Background: an optimization exercise with open tools, aiming at small area, a short achievable clock period and few clock cycles per item. Do not read the settings as production practice.
At most, simulation tests tie the RTL to the original design; equivalence was not proved.
Power figures rest on the tool's default switching activity, not on a simulated workload.

==> flow/design.v (excerpt) <==
module bounded_ordered_set (
   input  logic        clock,
   input  logic        reset,
   input  logic        req_tvalid,
   output logic        req_tready,
   input  logic [31:0] req_tdata,
   input  logic [1:0]  req_tuser,
   output logic        rsp_tvalid,
   input  logic        rsp_tready,
   output logic [7:0]  rsp_tdata,   
   input  logic        csr_we,
   input  logic [3:0]  csr_wdata
);
==> module bounded_ordered_set, before the edit <==
module bounded_ordered_set (
   input  logic        clock,
   input  logic        reset,
   input  logic        req_tvalid,
   output logic        req_tready,
   input  logic [31:0] req_tdata,
   input  logic [1:0]  req_tuser,
   output logic        rsp_tvalid,
   input  logic        rsp_tready,
   output logic [7:0]  rsp_tdata,   
   input  logic        csr_we,
   input  logic [3:0]  csr_wdata
);
   localparam int N = bos_pkg::CAPACITY;
   localparam int W = bos_pkg::RSP_W;
   localparam int Q = 4;
   logic               r_valid_ff;
   bos_pkg::value_type r_value_ff;
   logic [1:0]         r_op_ff;
   logic [N-1:0]       valid_ff;
   logic [3:0]         limit_ff;    
   logic               a_valid_ff;
   logic               a_hit_ff;
   logic               a_insert_ff;
   logic               a_room_ff;
   logic [2:0]         q_cnt_ff;
   logic [W-1:0]       q_ff [Q];
   logic               rsp_valid_ff;
   logic [2:0]         out_cnt_ff;
   logic               ready_ff;
   logic [N-1:0]       equal;
   logic [N-1:0]       match;
   logic [N-1:0]       free_first;
   logic               hit_any;
   logic [3:0]         count;
   logic               room;
   logic               req_fire;
   logic               is_insert;
   logic               is_remove;
   logic               take;
   logic [1:0]         status;
   logic [W-1:0]       rsp_new;
   logic               pop;
   logic [2:0]         q_cnt_in;
   logic [2:0]         out_cnt_in;
   assign req_tready = ready_ff;
   assign req_fire   = req_tvalid && ready_ff;
   always_ff @(posedge clock) begin
      r_value_ff <= req_tdata;
      r_op_ff    <= req_tuser;
   end
   for (genvar i = 0; i < N; i++) begin : g_slot
      bos_cell u_cell (
         .clock (clock),
         .load  (!valid_ff[i]),
         .value (r_value_ff),
         .equal (equal[i])
      );
   end
   assign match   = equal & valid_ff;
   assign hit_any = |match;
   always_comb begin
      free_first = '0;
      for (int i = N - 1; i >= 0; i--) begin
         if (!valid_ff[i]) begin
            free_first = '0;
            free_first[i] = 1'b1;
         end
      end
   end
   always_comb begin
      count = '0;
      for (int i = 0; i < N; i++) begin
         count = count + {3'b000, valid_ff[i]};
      end
   end
   assign room      = count < limit_ff;
   assign is_insert = (r_op_ff == bos_pkg::OP_INSERT);
   assign is_remove = (r_op_ff == bos_pkg::OP_REMOVE);
   assign take      = r_valid_ff && is_insert && room;
   always_ff @(posedge clock) begin
      if (reset) begin
         valid_ff <= '0;
      end else begin
         for (int i = 0; i < N; i++) begin
            if (match[i] && ((r_valid_ff && is_remove) || take)) begin
               valid_ff[i] <= 1'b0;
            end else if (take && free_first[i]) begin
               valid_ff[i] <= 1'b1;
            end
         end
      end
   end
   always_ff @(posedge clock) begin
      a_hit_ff    <= hit_any;
      a_insert_ff <= is_insert;
      a_room_ff   <= room;
   end
   always_comb begin
      if (a_insert_ff) begin
         status = a_hit_ff ? bos_pkg::ST_DUPLICATE :
                  (a_room_ff ? bos_pkg::ST_DONE : bos_pkg::ST_FULL);
      end else begin
         status = a_hit_ff ? bos_pkg::ST_DONE : bos_pkg::ST_NOT_FOUND;
      end
   end
   assign rsp_new = {count, a_hit_ff, status};
   assign pop      = rsp_tready && rsp_valid_ff;
   assign q_cnt_in = q_cnt_ff + {2'b00, a_valid_ff} - {2'b00, pop};
   always_ff @(posedge clock) begin
      for (int k = 0; k < Q; k++) begin
         if (pop) begin
            if (k + 1 < Q && q_cnt_ff > 3'(k + 1)) begin
               q_ff[k] <= q_ff[(k + 1) % Q];
            end else begin
               q_ff[k] <= rsp_new;
            end
         end else if (q_cnt_ff <= 3'(k)) begin
            q_ff[k] <= rsp_new;
         end
      end
   end
   assign out_cnt_in = out_cnt_ff + {2'b00, req_fire} - {2'b00, pop};
   always_ff @(posedge clock) begin
      if (reset) begin
         r_valid_ff   <= 1'b0;
         a_valid_ff   <= 1'b0;
         limit_ff     <= bos_pkg::CAP_LIMIT_RESET;
         q_cnt_ff     <= '0;
         rsp_valid_ff <= 1'b0;
         out_cnt_ff   <= '0;
         ready_ff     <= 1'b1;
      end else begin
         r_valid_ff <= req_fire;
         a_valid_ff <= r_valid_ff;
         if (csr_we) begin
            limit_ff <= (csr_wdata > 4'd8) ? 4'd8 : csr_wdata;
         end
         q_cnt_ff     <= q_cnt_in;
         rsp_valid_ff <= (q_cnt_in != 3'd0);
         out_cnt_ff   <= out_cnt_in;
         ready_ff     <= (out_cnt_in < 3'(Q));
      end
   end
   assign rsp_tvalid = rsp_valid_ff;
   assign rsp_tdata  = {1'b0, q_ff[0]};
endmodule
make LEC_CHECK=0 CAP_MARGIN=20 CORE_MARGIN=2 CORE_UTILIZATION=40 SETUP_SLACK_MARGIN=2.3 SLEW_MARGIN=20 finish   # period 4.0 ns
run.sh (not shown) runs the stock make flow with config.mk's settings and CLKGATE_MAP_FILE= SYNTH_SCRIPT=/design/flow/synth_recipe.tcl, a recipe that flattens the netlist after the stock synthesis.
The starting point finished but failed the layout checks on negative setup slack.
==> next run, changes <==
--- a/flow/design.v
+++ b/flow/design.v
@@ -51,4 +51,7 @@
    logic               a_insert_ff;
    logic               a_room_ff;
+   logic               a_inc_ff;    
+   logic               a_dec_ff;    
+   logic [3:0]         count_ff;    
    logic [2:0]         q_cnt_ff;
    logic [W-1:0]       q_ff [Q];
@@ -97,7 +100,9 @@
    end
    always_comb begin
-      count = '0;
-      for (int i = 0; i < N; i++) begin
-         count = count + {3'b000, valid_ff[i]};
+      count = count_ff;
+      if (a_inc_ff) begin
+         count = count_ff + 4'd1;
+      end else if (a_dec_ff) begin
+         count = count_ff - 4'd1;
       end
    end
@@ -117,4 +122,15 @@
             end
          end
+      end
+   end
+   always_ff @(posedge clock) begin
+      if (reset) begin
+         a_inc_ff <= 1'b0;
+         a_dec_ff <= 1'b0;
+         count_ff <= '0;
+      end else begin
+         a_inc_ff <= take && !hit_any;
+         a_dec_ff <= r_valid_ff && is_remove && hit_any;
+         count_ff <= count;
       end
    end
This time the run finished clean.
Sequential share of layout area grows by 0.91 points.
Area after synthesis is higher by 1.2%.
Non-clock buffer count came out lower by 15.
Critical path depth stays the same.
Die area came out higher by 1.2%.
Register-to-register slack is better by 1.7 ns.
Wire length stays flat.
Via count goes up by 0.74%.
Setup slack is better by 1.7 ns.
Count of clock-buffer cells in the layout went up by 1.
Fmax rises by 70%.
Cell count barely changes.
Global-route usage stays flat.
Worst hold slack gets better by 0.030 ns.
Function was not checked in any run of this note: the RTL went through the layout flow alone.

---

## garnet
bounded_ordered_set, a different RTL version from the one above (not shown whole).
Size in the first run: about 1,100 cells after synthesis, ~330 flip-flops, roughly 14,000 µm² of cells after synthesis.
==> module bos_cell, before the edit <==
module bos_cell (
   input  logic               clock,
   input  logic               load,
   input  bos_pkg::value_type value,
   output logic               equal_lo,
   output logic               equal_hi
);
   bos_pkg::value_type entry_ff;
   assign equal_lo = (entry_ff[15:0]  == value[15:0]);
   assign equal_hi = (entry_ff[31:16] == value[31:16]);
   always_ff @(posedge clock) begin
      if (load) begin
         entry_ff <= value;
      end
   end
endmodule
==> module bounded_ordered_set, before the edit <==
module bounded_ordered_set (
   input  logic        clock,
   input  logic        reset,
   input  logic        req_tvalid,
   output logic        req_tready,
   input  logic [31:0] req_tdata,
   input  logic [1:0]  req_tuser,
   output logic        rsp_tvalid,
   input  logic        rsp_tready,
   output logic [7:0]  rsp_tdata,   
   input  logic        csr_we,
   input  logic [3:0]  csr_wdata
);
   localparam int N = bos_pkg::CAPACITY;
   localparam int W = bos_pkg::RSP_W;
   localparam int Q = 3;
   logic [N-1:0]       valid_ff;
   logic [N:0]         count_ff;    
   logic [N-1:0]       below_ff;    
   logic               room_ff;     
   logic               a_valid_ff;
   logic               a_insert_ff;
   logic               a_remove_ff;
   logic [N-1:0]       a_equal_lo_ff;
   logic [N-1:0]       a_equal_hi_ff;
   logic [1:0]         q_cnt_ff;
   logic [W-1:0]       q_ff [Q];
   logic               rsp_valid_ff;
   logic [1:0]         out_cnt_ff;
   logic               ready_ff;
   logic [N-1:0]       equal_lo;
   logic [N-1:0]       equal_hi;
   logic [N-1:0]       match;
   logic [N-1:0]       free_first;
   logic [N-1:0]       valid_in;
   logic               hit_any;
   logic               room;
   logic               take;
   logic               do_remove;
   logic               inc;
   logic               dec;
   logic [N:0]         count_inc;
   logic [N:0]         count_dec;
   logic [3:0]         bin_same;
   logic [3:0]         bin_inc;
   logic [3:0]         bin_dec;
   logic [3:0]         count_out;
   logic [N-1:0]       below_in;
   logic               room_in;
   logic [1:0]         status;
   logic [W-1:0]       rsp_new;
   logic               req_fire;
   logic               pop;
   logic [1:0]         q_cnt_in;
   logic [1:0]         out_cnt_in;
   assign req_tready = ready_ff;
   assign req_fire   = req_tvalid && ready_ff;
   for (genvar i = 0; i < N; i++) begin : g_slot
      bos_cell u_cell (
         .clock    (clock),
         .load     (!valid_in[i]),
         .value    (req_tdata),
         .equal_lo (equal_lo[i]),
         .equal_hi (equal_hi[i])
      );
   end
   always_ff @(posedge clock) begin
      a_equal_lo_ff <= equal_lo;
      a_equal_hi_ff <= equal_hi;
      a_insert_ff   <= (req_tuser == bos_pkg::OP_INSERT);
      a_remove_ff   <= (req_tuser == bos_pkg::OP_REMOVE);
   end
   assign match     = a_equal_lo_ff & a_equal_hi_ff & valid_ff;
   assign hit_any   = |match;
   assign room      = room_ff;
   assign take      = a_valid_ff && a_insert_ff && room;
   assign do_remove = a_valid_ff && a_remove_ff;
   always_comb begin
      free_first = '0;
      for (int i = N - 1; i >= 0; i--) begin
         if (!valid_ff[i]) begin
            free_first = '0;
            free_first[i] = 1'b1;
         end
      end
   end
   always_comb begin
      for (int i = 0; i < N; i++) begin
         if (match[i] && (do_remove || take)) begin
            valid_in[i] = 1'b0;
         end else if (take && free_first[i]) begin
            valid_in[i] = 1'b1;
         end else begin
            valid_in[i] = valid_ff[i];
         end
      end
   end
   assign inc       = take && !hit_any;
   assign dec       = do_remove && hit_any;
   assign count_inc = {count_ff[N-1:0], 1'b0};
   assign count_dec = {1'b0, count_ff[N:1]};
   always_comb begin
      bin_same = '0;
      bin_inc  = '0;
      bin_dec  = '0;
      for (int k = 0; k <= N; k++) begin
         bin_same = bin_same | ({4{count_ff[k]}}  & 4'(k));
         bin_inc  = bin_inc  | ({4{count_inc[k]}} & 4'(k));
         bin_dec  = bin_dec  | ({4{count_dec[k]}} & 4'(k));
      end
   end
   assign count_out = inc ? bin_inc : (dec ? bin_dec : bin_same);
   always_comb begin
      for (int k = 0; k < N; k++) begin
         below_in[k] = csr_we ? (4'(k) < csr_wdata) : below_ff[k];
      end
      if (csr_we) begin
         room_in = |(count_ff[N-1:0] & below_in);
      end else if (inc) begin
         room_in = |(count_inc[N-1:0] & below_ff);
      end else if (dec) begin
         room_in = |(count_dec[N-1:0] & below_ff);
      end else begin
         room_in = room_ff;
      end
   end
   always_comb begin
      if (a_insert_ff) begin
         status = hit_any ? bos_pkg::ST_DUPLICATE :
                  (room ? bos_pkg::ST_DONE : bos_pkg::ST_FULL);
      end else begin
         status = hit_any ? bos_pkg::ST_DONE : bos_pkg::ST_NOT_FOUND;
      end
   end
   assign rsp_new = {count_out, hit_any, status};
   assign pop      = rsp_tready && rsp_valid_ff;
   assign q_cnt_in = q_cnt_ff + {1'b0, a_valid_ff} - {1'b0, pop};
   always_ff @(posedge clock) begin
      for (int k = 0; k < Q; k++) begin
         if (pop) begin
            if (k + 1 < Q && q_cnt_ff > 2'(k + 1)) begin
               q_ff[k] <= q_ff[(k + 1) % Q];
            end else begin
               q_ff[k] <= rsp_new;
            end
         end else if (q_cnt_ff <= 2'(k)) begin
            q_ff[k] <= rsp_new;
         end
      end
   end
   assign out_cnt_in = out_cnt_ff + {1'b0, req_fire} - {1'b0, pop};
   always_ff @(posedge clock) begin
      if (reset) begin
         valid_ff     <= '0;
         count_ff     <= (N+1)'(1);
         for (int k = 0; k < N; k++) begin
            below_ff[k] <= (4'(k) < bos_pkg::CAP_LIMIT_RESET);
         end
         room_ff      <= 1'b1;
         a_valid_ff   <= 1'b0;
         q_cnt_ff     <= '0;
         rsp_valid_ff <= 1'b0;
         out_cnt_ff   <= '0;
         ready_ff     <= 1'b1;
      end else begin
         valid_ff   <= valid_in;
         if (inc) begin
            count_ff <= count_inc;
         end else if (dec) begin
            count_ff <= count_dec;
         end
         below_ff     <= below_in;
         room_ff      <= room_in;
         a_valid_ff   <= req_fire;
         q_cnt_ff     <= q_cnt_in;
         rsp_valid_ff <= (q_cnt_in != 2'd0);
         out_cnt_ff   <= out_cnt_in;
         ready_ff     <= (out_cnt_in < 2'(Q));
      end
   end
   assign rsp_tvalid = rsp_valid_ff;
   assign rsp_tdata  = {1'b0, q_ff[0]};
endmodule
make LEC_CHECK=0 ABC_AREA=1 CAP_MARGIN=20 CORE_MARGIN=2 CORE_UTILIZATION=60 CTS_CLUSTER_DIAMETER=120 CTS_CLUSTER_SIZE=25 SETUP_SLACK_MARGIN=2.2 SLEW_MARGIN=20 finish   # period 4.0 ns
Testbench counts of garnet, summed over its fixed seeds: cycles 16,016, items 16,000.
Changes in harbor relative to garnet:
--- a/flow/design.v
+++ b/flow/design.v
@@ -16,10 +16,10 @@
    input  logic               load,
    input  bos_pkg::value_type value,
-   output logic               equal_lo,
-   output logic               equal_hi
+   output logic [3:0]         equal_q
 );
    bos_pkg::value_type entry_ff;
-   assign equal_lo = (entry_ff[15:0]  == value[15:0]);
-   assign equal_hi = (entry_ff[31:16] == value[31:16]);
+   for (genvar j = 0; j < 4; j++) begin : g_q
+      assign equal_q[j] = (entry_ff[8*j +: 8] == value[8*j +: 8]);
+   end
    always_ff @(posedge clock) begin
       if (load) begin
@@ -51,6 +51,5 @@
    logic               a_insert_ff;
    logic               a_remove_ff;
-   logic [N-1:0]       a_equal_lo_ff;
-   logic [N-1:0]       a_equal_hi_ff;
+   logic [4*N-1:0]     a_equal_ff;    
    logic [1:0]         q_cnt_ff;
    logic [W-1:0]       q_ff [Q];
@@ -58,6 +57,5 @@
    logic [1:0]         out_cnt_ff;
    logic               ready_ff;
-   logic [N-1:0]       equal_lo;
-   logic [N-1:0]       equal_hi;
+   logic [4*N-1:0]     equal_q;
    logic [N-1:0]       match;
    logic [N-1:0]       free_first;
@@ -90,15 +88,15 @@
          .load     (!valid_in[i]),
          .value    (req_tdata),
-         .equal_lo (equal_lo[i]),
-         .equal_hi (equal_hi[i])
+         .equal_q  (equal_q[4*i +: 4])
       );
    end
    always_ff @(posedge clock) begin
-      a_equal_lo_ff <= equal_lo;
-      a_equal_hi_ff <= equal_hi;
+      a_equal_ff    <= equal_q;
       a_insert_ff   <= (req_tuser == bos_pkg::OP_INSERT);
       a_remove_ff   <= (req_tuser == bos_pkg::OP_REMOVE);
    end
-   assign match     = a_equal_lo_ff & a_equal_hi_ff & valid_ff;
+   for (genvar i = 0; i < N; i++) begin : g_match
+      assign match[i] = (&a_equal_ff[4*i +: 4]) && valid_ff[i];
+   end
    assign hit_any   = |match;
    assign room      = room_ff;
--- outcome ---
Per the final summary, harbor finished and its layout is clean on timing, DRC and antenna.
Fraction of area in registers in harbor is 3.2 points lower than in garnet
Post-CTS setup buffer count: harbor vs garnet up 46
In harbor relative to garnet, first-pass GRT wire length had gone up slightly.
Between garnet and harbor, the detailed-route vias per instance does not differ in any meaningful way.
Changes observed in harbor relative to garnet: clock share of power shows a reduction of 0.7 points; count of non-filler cells in the finished layout +41; final critical path time including I/O delays and setup rose by 150 ps; final core utilization rose by 4.9 points.
For harbor, only the layout was checked, not whether the RTL still works.

==> re-timing with driven ports <==
Ports are ideal in the flow. The routed layouts listed here were re-timed in OpenROAD. Step 1: set_driving_cell puts a clkbuf_16 on clock and a buf_2 on each other input, an assumption about the parent block. Step 2 adds t to the input delays and takes it off the output delays; t is the mean of the earliest and latest rising clock arrival at the registers after step 1. Input paths then give back, and output paths get back, about the clock's delay inside the block. Three values: ideal ports, drivers, drivers and shift; two values: the first two.
| run | shift t [ns] | setup slack, ns | cell pins on the clock port's net |
|---|---|---|---|
| the first run of note 1 | 0.561 | -0.104 / -0.104 / -0.104 | 1 |
| the second run of note 1 | 0.575 | 1.589 / 1.589 / 1.589 | 1 |
| garnet | 0.543 | 2.162 / 2.115 / 1.707 | 1 |
| harbor | 0.562 | 2.010 / 2.010 / 1.698 | 1 |
For garnet, which loses most, drivers alone change the setup slack by -0.047 ns; drivers and shift together by -0.455 ns.
